Context: an optimization exercise on an open-source flow, tuned for a short achievable clock period and few clock cycles per item. The choices shown serve that exercise and are no tape-out recipe.
Function was checked by simulation only, so behaviour that the tests miss may differ from the original.
No activity file was given, so power comes from the tool's default toggle rates.

== build 22 ==
## mm_top
module mm_top (
    input  logic         clk_buf,
    input  logic         sys_reset,
    input  logic         cmd_valid,
    input  logic [(4 * 8)-1:0] cmd_word,
    output logic         cmd_credit,
    output logic         res_valid,
    output mm_data_pkg::mm_acc_t      res_data,
    input  logic         res_credit,
    output logic         busy,
    output logic         done
);
For scale: about 3600 cells after synthesis, roughly 56000 um^2 of cells after synthesis.
==> flow/config.mk <==
export PLATFORM = sky130hd
export DESIGN_NAME = mm_top
export DESIGN_NICKNAME = mm_top
export VERILOG_FILES = /design/flow/design.v
export SDC_FILE = /design/flow/constraint.sdc
export NUM_CORES = 4
export LEC_CHECK = 0
export ABC_CLOCK_PERIOD_IN_PS = 2500
export CAP_MARGIN = 20
export CORE_MARGIN = 2
export CORE_UTILIZATION = 80
export CTS_CLUSTER_DIAMETER = 100
export CTS_CLUSTER_SIZE = 24
export PLACE_DENSITY = 0.85
export SLEW_MARGIN = 20
export SYNTH_HIERARCHICAL = 1
==> flow/constraint.sdc <==
create_clock -name core_clock -period 10.5 [get_ports {clk_buf}]
set_input_delay 2.1000 -clock core_clock [delete_from_list [all_inputs] [get_ports {clk_buf}]]
set_output_delay 2.1000 -clock core_clock [all_outputs]
set_load 0.01 [all_outputs]
standard.sh (not shown) runs the stock make flow with config.mk's settings and CLKGATE_MAP_FILE= SYNTH_SCRIPT=/design/flow/synth_recipe.tcl, a recipe that flattens the netlist after the stock synthesis.
==> flow/flow/run.sh <==
#!/bin/bash
set -euo pipefail
here=$(cd "$(dirname "$0")" && pwd)
MARGIN=$(cat "$here/margin.txt" 2>/dev/null || echo 7.5)
extra="SETUP_SLACK_MARGIN=${MARGIN} TNS_END_PERCENT=100 MATCH_CELL_FOOTPRINT=0"
if [[ -f "$here/cts_args.txt" ]]; then
  extra="$extra CTS_ARGS='$(tr '\n' ' ' < "$here/cts_args.txt")'"
fi
python3 - "$extra" <<'PY'
import sys
s = open('standard.sh').read()
key = ' "${@:-finish}"'
assert key in s
s = s.replace(key, ' ' + sys.argv[1] + key)
open('standard_knobs.sh', 'w').write(s)
PY
bash standard_knobs.sh > make_flow.log 2>&1
In summary, build 22 completed successfully, with a layout that passed the timing, design-rule and antenna checks.
Testbench counts of build 22, summed over its fixed seeds: cycles 5,265, products 320.
Relative to build 22, the following input files were edited for build 46:
==> flow/flow/margin.txt (new file) <==
7.7
Notes after the runs:
- Compared with build 22, in build 46 register fraction of the total cell area down 0.71 points; met2 track demand over resource in global routing up 1.3 points; sum of routed wire length over all layers up 9.8%; combinational fraction of design power down 0.4 points.
- Looking at fraction of power spent switching nets, build 46 sits above build 22.
- Number of cells after detailed placement essentially unchanged between build 22 and build 46.
- In terms of minimum clock period after layout, build 46 and build 22 differ only marginally.
- On worst hold slack across all endpoints, build 22 and build 46 are basically level.
Modified inputs, build 89 compared to build 46
Settings: a deleted PLACE_DENSITY that had been 0.85; a change of CORE_UTILIZATION from 80 to 40.
removed: flow/flow/margin.txt
Notes after the runs:
Diff build 46 -> build 89: path length in cells of the critical path closely matched the old numbers, wire length after detailed routing decreased by about 14% relative to the old numbers, global-route wire length before repair decreased by about 9% relative to the old numbers. Multi-input logic area of build 46 is on par with build 89. Compared with build 46, build 89 shows fraction of met1 tracks used by global routing lower by 26 points.

========
## run a
Starting RTL as in the previous note.
clock: 10.5 ns
lec_check: 0
abc_clock_period_in_ps: 2500
cap_margin: 20
core_margin: 2
core_utilization: 80
cts_cluster_diameter: 60
cts_cluster_size: 16
place_density: 0.85
slew_margin: 20
synth_hierarchical: 1
Scripts as last shown in full above: flow/flow/run.sh
Testbench counts of run a, summed over its fixed seeds: cycles 5,265, products 320.
--- input diff run a..run b ---
Settings: swapping 60 for 80 in CTS_CLUSTER_DIAMETER; swapping 16 for 20 in CTS_CLUSTER_SIZE.
==> comparison <==
Run b: wire length 3600 um below run a
Run b -> run a: clock slew at the register clock pins of the worst setup and hold paths flat
Comparing run a and run b, length of routed wiring on met1 is lower on run a.
When the final numbers for run a and run b were put side by side, the global-route wire length before repair turned out to be smaller in run b.
From run b to run a, post-synth net total did not move at all.
Final standard cell count with taps included and fillers excluded (higher): run a

[separate check: timing with driven ports]
No port has a modelled driver above. Below, the same layouts with a new extraction and two added sets of constraints. Step 1 (the two cells are an assumption about what drives the block):
set clk [get_ports {clk_buf}]
set_driving_cell -lib_cell sky130_fd_sc_hd__clkbuf_16 $clk
set_driving_cell -lib_cell sky130_fd_sc_hd__buf_2 [delete_from_list [all_inputs] $clk]
Step 2 also shifts input and output timing later by t, the mid clock arrival at the registers, as if the neighbouring blocks saw the same clock. a / b / c = ideal ports / drivers / drivers and shift; a / b = the first two.
| run | shift t [ns] | setup slack, ns | latest minus earliest clock arrival (ns) | worst slew at a driven data input, ns |
|---|---|---|---|---|
| build 22 | 0.715 | 7.297 / 7.228 / 6.951 | 0.028 / 0.028 | 0.05 |
| build 46 | 0.719 | 7.297 / 7.226 / 7.194 | 0.042 / 0.042 | 0.05 |
| build 89 | 0.760 | 7.248 / 7.172 / 6.919 | 0.041 / 0.041 | 0.08 |
| run a | 0.736 | 7.278 / 7.208 / 6.921 | 0.059 / 0.060 | 0.05 |
| run b | 0.703 | 7.315 / 7.247 / 6.958 | 0.034 / 0.034 | 0.05 |
After both steps setup and hold are still met in every run listed. Setup slack includes reset recovery checks.
